Source: an optimization exercise on an open RTL-to-GDS flow (aim: small area and a short achievable clock period). Production flows keep margins and buffers that such runs may drop. At most, simulation tests tie the RTL to the original design; equivalence was not proved.

==> v30 <==
## bus_slave
module bus_slave (
    input  logic CLK,
    input  logic RSTN,
    input  logic B_UTIL,
    input  logic B_RW,
    input  logic B_BUS_IN,
    output logic S_ACK,
    output logic S_BUS_OUT,
    output logic S_BSY
);
    typedef enum logic [2:0] {
        ST_IDLE,
        ST_ADDR,
        ST_AACK,
        ST_WDATA,
        ST_WACK,
        ST_RDATA
    } state_t;
    state_t      state, state_d;
    logic [3:0]  cnt, cnt_d;
    logic        bsy_d, ack_d, bus_out_d;
    logic [7:0]  addr;       
    logic        ok, ok_d;   
    logic        rw;
    logic [7:0]  wd;         
    logic [7:0]  rd;         
    logic [2047:0] ring;     
    logic [7:0]    ph;       
    logic [7:0]    rpos;     
    logic [7:0]    wpos;     
    logic          wpend;    
    logic          mem_we;
    wire sel_bit = (cnt == 4'd12);
    always_comb begin
        state_d   = state;
        cnt_d     = cnt;
        ok_d      = ok;
        bus_out_d = 1'b0;
        mem_we    = 1'b0;
        case (state)
            ST_IDLE: begin
                if (B_UTIL) begin
                    cnt_d   = 4'd1;
                    state_d = ST_ADDR;
                end
            end
            ST_ADDR: begin
                if (!B_UTIL) begin
                    cnt_d   = '0;
                    state_d = ST_IDLE;
                end else begin
                    ok_d = (ok || (cnt == 4'd8)) && (B_BUS_IN == sel_bit);
                    if (cnt == 4'd15) begin
                        cnt_d   = '0;
                        state_d = ST_AACK;
                    end else begin
                        cnt_d = cnt + 4'd1;
                    end
                end
            end
            ST_AACK: begin
                if (cnt == 4'd3) begin
                    cnt_d = '0;
                    if (!ok) begin
                        state_d = ST_IDLE;
                    end else if (rw) begin
                        state_d = ST_WDATA;
                    end else begin
                        state_d = ST_RDATA;
                    end
                end else begin
                    cnt_d = cnt + 4'd1;
                end
            end
  ...
==> module bus_slave, before the edit <==
module bus_slave (
    input  logic CLK,
    input  logic RSTN,
    input  logic B_UTIL,
    input  logic B_RW,
    input  logic B_BUS_IN,
    output logic S_ACK,
    output logic S_BUS_OUT,
    output logic S_BSY
);
    typedef enum logic [2:0] {
        ST_IDLE,
        ST_ADDR,
        ST_AACK,
        ST_WDATA,
        ST_WACK,
        ST_RDATA
    } state_t;
    state_t      state, state_d;
    logic [3:0]  cnt, cnt_d;
    logic        bsy_d, ack_d, bus_out_d;
    logic [7:0]  addr;       
    logic        ok, ok_d;   
    logic        rw;
    logic [7:0]  wd;         
    logic [7:0]  rd;         
    logic [2047:0] ring;     
    logic [7:0]    ph;       
    logic [7:0]    rpos;     
    logic [7:0]    wpos;     
    logic          wpend;    
    logic          mem_we;
    wire sel_bit = (cnt == 4'd12);
    always_comb begin
        state_d   = state;
        cnt_d     = cnt;
        ok_d      = ok;
        bus_out_d = 1'b0;
        mem_we    = 1'b0;
        case (state)
            ST_IDLE: begin
                if (B_UTIL) begin
                    cnt_d   = 4'd1;
                    state_d = ST_ADDR;
                end
            end
            ST_ADDR: begin
                if (!B_UTIL) begin
                    cnt_d   = '0;
                    state_d = ST_IDLE;
                end else begin
                    ok_d = (ok || (cnt == 4'd8)) && (B_BUS_IN == sel_bit);
                    if (cnt == 4'd15) begin
                        cnt_d   = '0;
                        state_d = ST_AACK;
                    end else begin
                        cnt_d = cnt + 4'd1;
                    end
                end
            end
            ST_AACK: begin
                if (cnt == 4'd3) begin
                    cnt_d = '0;
                    if (!ok) begin
                        state_d = ST_IDLE;
                    end else if (rw) begin
                        state_d = ST_WDATA;
                    end else begin
                        state_d = ST_RDATA;
                    end
                end else begin
                    cnt_d = cnt + 4'd1;
                end
            end
            ST_WDATA: begin
                if (!B_UTIL) begin
                    cnt_d   = '0;
                    state_d = ST_IDLE;
                end else if (cnt == 4'd7) begin
                    cnt_d   = '0;
                    state_d = ST_WACK;
                end else begin
                    cnt_d = cnt + 4'd1;
                end
            end
            ST_WACK: begin
                mem_we = (cnt == 4'd0);
                if (cnt == 4'd3) begin
                    cnt_d   = '0;
                    state_d = ST_IDLE;
                end else begin
                    cnt_d = cnt + 4'd1;
                end
            end
            ST_RDATA: begin
                if (B_UTIL) begin
                    bus_out_d = rd[cnt[2:0]];
                    if (cnt == 4'd7) begin
                        cnt_d   = '0;
                        state_d = ST_IDLE;
                    end else begin
                        cnt_d = cnt + 4'd1;
                    end
                end else begin
                    cnt_d = '0;
                end
            end
            default: begin
                cnt_d   = '0;
                state_d = ST_IDLE;
            end
        endcase
        bsy_d = (state_d != ST_IDLE);
        ack_d = (state_d == ST_WACK) || ((state_d == ST_AACK) && ok_d);
    end
    always_ff @(posedge CLK or negedge RSTN) begin
        if (!RSTN) begin
            state     <= ST_IDLE;
            cnt       <= '0;
            S_BSY     <= 1'b0;
            S_ACK     <= 1'b0;
            S_BUS_OUT <= 1'b0;
        end else begin
            state     <= state_d;
            cnt       <= cnt_d;
            S_BSY     <= bsy_d;
            S_ACK     <= ack_d;
            S_BUS_OUT <= bus_out_d;
        end
    end
    wire addr_en = (state == ST_IDLE) || ((state == ST_ADDR) && !cnt[3]);
    wire rwin    = ((state == ST_ADDR) && (cnt >= 4'd9)) || (state == ST_AACK);
    logic [7:0] tap;
    always_comb begin
        tap = '0;
        for (int m = 0; m < 32; m++)
            if (rpos[7:3] == 5'(m)) tap = ring[64*m +: 8];
    end
    wire rcap = rwin && (rpos[2:0] == 3'd0);
    wire rhit = wpend && (rpos == wpos);
    wire wins = wpend && (wpos[3:0] == 4'd0);
    always_ff @(posedge CLK) begin
        if (addr_en) addr <= {B_BUS_IN, addr[7:1]};
        ok <= ok_d;
        if ((state == ST_ADDR) && (cnt == 4'd15)) rw <= B_RW;
        if (state == ST_WDATA) wd <= {B_BUS_IN, wd[7:1]};
        if (rcap) rd <= rhit ? wd : tap;
        ph    <= ph + 8'd1;
        rpos  <= addr + ph + 8'd1;
        wpend <= mem_we || (wpend && !wins);
        if (mem_we) wpos <= addr + ph + 8'd1;
        else        wpos <= wpos + 8'd1;
    end
    always_ff @(posedge CLK) begin
        for (int s = 0; s < 256; s++) begin
            if ((s % 16 == 1) && wins && (wpos[7:4] == 4'(s / 16)))
                ring[8*s +: 8] <= wd;
            else
                ring[8*s +: 8] <= ring[8*((s + 255) % 256) +: 8];
        end
    end
endmodule
Settings: LEC_CHECK=0, CAP_MARGIN=20, CORE_MARGIN=2, CORE_UTILIZATION=60, CTS_BUF_LIST=sky130_fd_sc_hd__clkbuf_4, CTS_CLUSTER_SIZE=16, SETUP_SLACK_MARGIN=1.5, SLEW_MARGIN=20; clock period 4.0 ns.
run.sh (not shown) runs the stock make flow with config.mk's settings and CLKGATE_MAP_FILE= SYNTH_SCRIPT=/design/flow/synth_recipe.tcl, a recipe that flattens the netlist after the stock synthesis.
==> v22 (differences from v30) <==
==> flow/design.v (replaced) <==
module bus_slave #(
    parameter logic [3:0] SLAVE_ID  = 4'h1,
    parameter int         MEM_DEPTH = 256
) (
    input  logic CLK,
    input  logic RSTN,
    input  logic B_UTIL,
    input  logic B_RW,
    input  logic B_BUS_IN,
    output logic S_ACK,
    output logic S_BUS_OUT,
    output logic S_BSY
);
    localparam int unsigned AW      = (MEM_DEPTH > 1) ? $clog2(MEM_DEPTH) : 1;
    localparam logic [12:0] DEPTH_L = 13'(MEM_DEPTH);
    typedef enum logic [2:0] {
        ST_IDLE,
        ST_ADDR,
        ST_AACK,
        ST_WDATA,
        ST_WACK,
        ST_RDATA
    } state_t;
    state_t      state, state_d;
    logic [3:0]  cnt, cnt_d;
    logic [15:0] addr, addr_d;
    logic        rw, rw_d;
    logic [7:0]  wd, wd_d;
    logic [7:0]  rd, rd_d;
    logic        ack_d, bus_out_d;
    logic        sel, sel_d;
    logic        mem_we;
    logic [7:0]  mem [MEM_DEPTH];
    assign sel   = (addr[15:12] == SLAVE_ID) && ({1'b0, addr[11:0]} < DEPTH_L);
    assign S_BSY = (state != ST_IDLE);
    always_comb begin
        state_d   = state;
        cnt_d     = cnt;
        addr_d    = addr;
        rw_d      = rw;
        wd_d      = wd;
        rd_d      = rd;
        bus_out_d = 1'b0;
        mem_we    = 1'b0;
        case (state)
            ST_IDLE: begin
                if (B_UTIL) begin
                    addr_d[0] = B_BUS_IN;
                    cnt_d     = 4'd1;
                    state_d   = ST_ADDR;
                end
            end
            ST_ADDR: begin
                if (!B_UTIL) begin
                    cnt_d   = '0;
                    state_d = ST_IDLE;
                end else begin
                    addr_d[cnt] = B_BUS_IN;
                    if (cnt == 4'd15) begin
                        rw_d    = B_RW;
                        cnt_d   = '0;
                        state_d = ST_AACK;
                    end else begin
                        cnt_d = cnt + 4'd1;
                    end
                end
            end
            ST_AACK: begin
                if (cnt == 4'd3) begin
                    cnt_d = '0;
                    if (!sel) begin
                        state_d = ST_IDLE;
                    end else if (rw) begin
                        state_d = ST_WDATA;
                    end else begin
                        rd_d    = mem[addr[AW-1:0]];
                        state_d = ST_RDATA;
                    end
                end else begin
                    cnt_d = cnt + 4'd1;
                end
            end
            ST_WDATA: begin
                if (!B_UTIL) begin
                    cnt_d   = '0;
                    state_d = ST_IDLE;
                end else begin
                    wd_d[cnt[2:0]] = B_BUS_IN;
                    if (cnt == 4'd7) begin
                        cnt_d   = '0;
                        state_d = ST_WACK;
                    end else begin
                        cnt_d = cnt + 4'd1;
                    end
                end
            end
            ST_WACK: begin
                mem_we = (cnt == 4'd0);
                if (cnt == 4'd3) begin
                    cnt_d   = '0;
                    state_d = ST_IDLE;
                end else begin
                    cnt_d = cnt + 4'd1;
                end
            end
            ST_RDATA: begin
                if (B_UTIL) begin
                    bus_out_d = rd[cnt[2:0]];
                    if (cnt == 4'd7) begin
                        cnt_d   = '0;
                        state_d = ST_IDLE;
                    end else begin
                        cnt_d = cnt + 4'd1;
                    end
                end else begin
                    cnt_d = '0;
                end
            end
            default: begin
                cnt_d   = '0;
                state_d = ST_IDLE;
            end
        endcase
        sel_d = (addr_d[15:12] == SLAVE_ID) && ({1'b0, addr_d[11:0]} < DEPTH_L);
        ack_d = (state_d == ST_WACK) || ((state_d == ST_AACK) && sel_d);
    end
    always_ff @(posedge CLK or negedge RSTN) begin
        if (!RSTN) begin
            state     <= ST_IDLE;
            cnt       <= '0;
            addr      <= '0;
            rw        <= 1'b0;
            wd        <= '0;
            rd        <= '0;
            S_ACK     <= 1'b0;
            S_BUS_OUT <= 1'b0;
        end else begin
            state     <= state_d;
            cnt       <= cnt_d;
            addr      <= addr_d;
            rw        <= rw_d;
            wd        <= wd_d;
            rd        <= rd_d;
            S_ACK     <= ack_d;
            S_BUS_OUT <= bus_out_d;
        end
    end
    always_ff @(posedge CLK) begin
        if (mem_we) begin
            mem[addr[AW-1:0]] <= wd;
        end
    end
endmodule
- CORE_UTILIZATION: 60 -> 40
- CTS_BUF_LIST: sky130_fd_sc_hd__clkbuf_4 -> not set
- CTS_CLUSTER_SIZE: 16 -> not set
- SETUP_SLACK_MARGIN: 1.5 -> not set
==> v38 (differences from v30) <==
- CORE_UTILIZATION: 60 -> 40
- CTS_BUF_LIST: sky130_fd_sc_hd__clkbuf_4 -> not set
- CTS_CLUSTER_SIZE: 16 -> not set
- SETUP_SLACK_MARGIN: 1.5 -> not set
==> v2 (differences from v30) <==
--- a/flow/design.v
+++ b/flow/design.v
@@ -28,6 +28,12 @@
     logic [7:0]    ph;       
-    logic [7:0]    rpos;     
-    logic [7:0]    wpos;     
+    logic [7:0]    rp;       
+    logic [7:0]    wq;       
     logic          wpend;    
     logic          mem_we;
+    logic [3:0]    rlo;      
+    logic [7:0]    rhi;      
+    logic          rcap;     
+    logic          rhit;     
+    logic          wins;     
+    logic [3:0]    wport;
     wire sel_bit = (cnt == 4'd12);
@@ -131,3 +137,5 @@
     wire addr_en = (state == ST_IDLE) || ((state == ST_ADDR) && !cnt[3]);
-    wire rwin    = ((state == ST_ADDR) && (cnt >= 4'd9)) || (state == ST_AACK);
+    wire rwin_n  = ((state == ST_ADDR) && (cnt >= 4'd9)) || ((state == ST_AACK) && (cnt != 4'd3));
+    wire       wpend_n = mem_we || (wpend && !wins);
+    wire [7:0] wsel    = mem_we ? rp : wq;    
     logic [7:0] tap;
@@ -136,7 +144,4 @@
         for (int m = 0; m < 32; m++)
-            if (rpos[7:3] == 5'(m)) tap = ring[64*m +: 8];
+            tap = tap | ({8{rhi[m / 4] & rlo[m % 4]}} & ring[64*m +: 8]);
     end
-    wire rcap = rwin && (rpos[2:0] == 3'd0);
-    wire rhit = wpend && (rpos == wpos);
-    wire wins = wpend && (wpos[3:0] == 4'd0);
     always_ff @(posedge CLK) begin
@@ -148,6 +153,11 @@
         ph    <= ph + 8'd1;
-        rpos  <= addr + ph + 8'd1;
-        wpend <= mem_we || (wpend && !wins);
-        if (mem_we) wpos <= addr + ph + 8'd1;
-        else        wpos <= wpos + 8'd1;
+        rp    <= addr + ph + 8'd2;
+        wq    <= wsel + 8'd1;
+        wpend <= wpend_n;
+        rcap  <= rwin_n && (rp[2:0] == 3'd0);
+        for (int i = 0; i < 4; i++) rlo[i] <= (rp[4:3] == 2'(i));
+        for (int i = 0; i < 8; i++) rhi[i] <= (rp[7:5] == 3'(i));
+        rhit  <= wpend_n && (rp == wsel);
+        wins  <= wpend_n && (wsel[3:0] == 4'd0);
+        wport <= wsel[7:4];
     end
@@ -155,3 +165,3 @@
         for (int s = 0; s < 256; s++) begin
-            if ((s % 16 == 1) && wins && (wpos[7:4] == 4'(s / 16)))
+            if ((s % 16 == 1) && wins && (wport == 4'(s / 16)))
                 ring[8*s +: 8] <= wd;
- CORE_UTILIZATION: 60 -> 75
- CTS_BUF_LIST: sky130_fd_sc_hd__clkbuf_4 -> sky130_fd_sc_hd__clkbuf_8
- CTS_CLUSTER_DIAMETER: not set -> 60
- SETUP_SLACK_MARGIN: 1.5 -> 2.0
==> flow_metrics.tcl <==
set metrics [dict create \
    outcome "finished clean" \
    dp.cells 4592 \
    first_pass_iters 5 \
    seq_power_share_pct 53.6 \
    layout_common_cells "dfxtp_1 (2071), clkbuf_16 (184), mux2_2 (130)" \
    endpoint_kind "flop" \
    root_buffer "clkbuf_16" \
    p_switching_mw 7.80 \
    clk_pin_slew_ns 0.07 \
    cp_num_cells 7 \
    place.gp.congestion 0.898 \
    crit_end "rd[4]" \
    n_all_buffers 31 \
    synth_area_leaders "dfxtp_1 (85%), mux2_2 (3.0%), edfxtp_1 (1.5%)" \
    cts_buffers 180 \
    nClkBuffers 263 \
    core_um2 121000 \
    wl_per_cell_um 18.9 \
]
The numbers above come from v38.

==> flow_metrics.tcl <==
set metrics [dict create \
    outcome "finished clean" \
    wl_per_cell_um 29.1 \
    core_um2 203000 \
    seq_power_share_pct 45.9 \
    crit_end "rd[3]" \
    root_buffer "clkbuf_16" \
    layout_common_cells "edfxtp_1 (2048), buf_4 (439), mux4_2 (436)" \
    cts_buffers 207 \
    synth_area_leaders "edfxtp_1 (75%), mux4_2 (12%), mux2i_1 (2.2%)" \
]
The numbers above come from v22.

==> flow_metrics.tcl <==
set metrics [dict create \
    cp_num_cells 1 \
    holdWs_ns 0.296 \
    n_all_buffers 84 \
    cts_buffers 151 \
    outcome "finished clean" \
    wl_per_cell_um 21.8 \
    crit_end "S_ACK" \
    dp.cells 3599 \
    root_buffer "clkbuf_8" \
    synth_area_leaders "dfxtp_1 (88%), mux2_2 (2.6%), edfxtp_1 (1.6%)" \
    endpoint_kind "output port" \
    seq_power_share_pct 65.7 \
    place.gp.congestion 0.824 \
    first_pass_iters 5 \
    track_usage_pct 25.7 \
    layout_common_cells "dfxtp_1 (2079), clkbuf_8 (158), mux2_2 (112)" \
    core_um2 63000 \
]
The numbers above come from v2.

==> flow_metrics.tcl <==
set metrics [dict create \
    outcome "finished clean" \
    clk_pin_slew_ns 0.07 \
    place.gp.congestion 0.918 \
    cp_num_cells 1 \
    root_buffer "clkbuf_4" \
    wl_per_cell_um 20.4 \
    seq_power_share_pct 57.0 \
    synth_area_leaders "dfxtp_1 (85%), mux2_2 (3.0%), edfxtp_1 (1.5%)" \
    layout_common_cells "dfxtp_1 (2071), clkbuf_4 (684), mux2_2 (131)" \
    p_switching_mw 7.67 \
    cts_buffers 467 \
    first_pass_iters 5 \
    endpoint_kind "output port" \
]
The numbers above come from v30.

For v2, only the layout was checked, not whether the RTL still works.

re-timing with driven ports:
Ports are ideal in the flow. The routed layouts listed here were re-timed in OpenROAD. Step 1 (the two cells are an assumption about what drives the block):
set clk [get_ports {CLK}]
set_driving_cell -lib_cell sky130_fd_sc_hd__clkbuf_16 $clk
set_driving_cell -lib_cell sky130_fd_sc_hd__buf_2 [delete_from_list [all_inputs] $clk]
Step 2 also shifts input and output timing later by t, the mid clock arrival at the registers, as if the neighbouring blocks saw the same clock. Slacks: ideal ports / drivers / drivers and shift; pairs: ideal ports / drivers.
run	shift t [ns]	slack for setup (ns)	hold slack, ns	worst register clock-pin slew, ns	pins driven straight from the clock port
v30	1.271	1.501 / 1.432 / 1.254	0.178 / 0.132 / 0.246	0.08 / 0.08	1
v22	0.907	0.280 / 0.280 / 0.280	0.512 / 0.512 / 0.512	0.07 / 0.07	1
v38	0.845	0.829 / 0.829 / 0.829	0.293 / 0.287 / 0.293	0.07 / 0.07	1
v2	0.852	1.873 / 1.807 / 1.478	0.296 / 0.282 / 0.296	0.11 / 0.11	1
After both steps every run listed still meets setup and hold. For v2, which loses most, drivers alone change the setup slack by -0.066 ns; drivers and shift together by -0.395 ns.
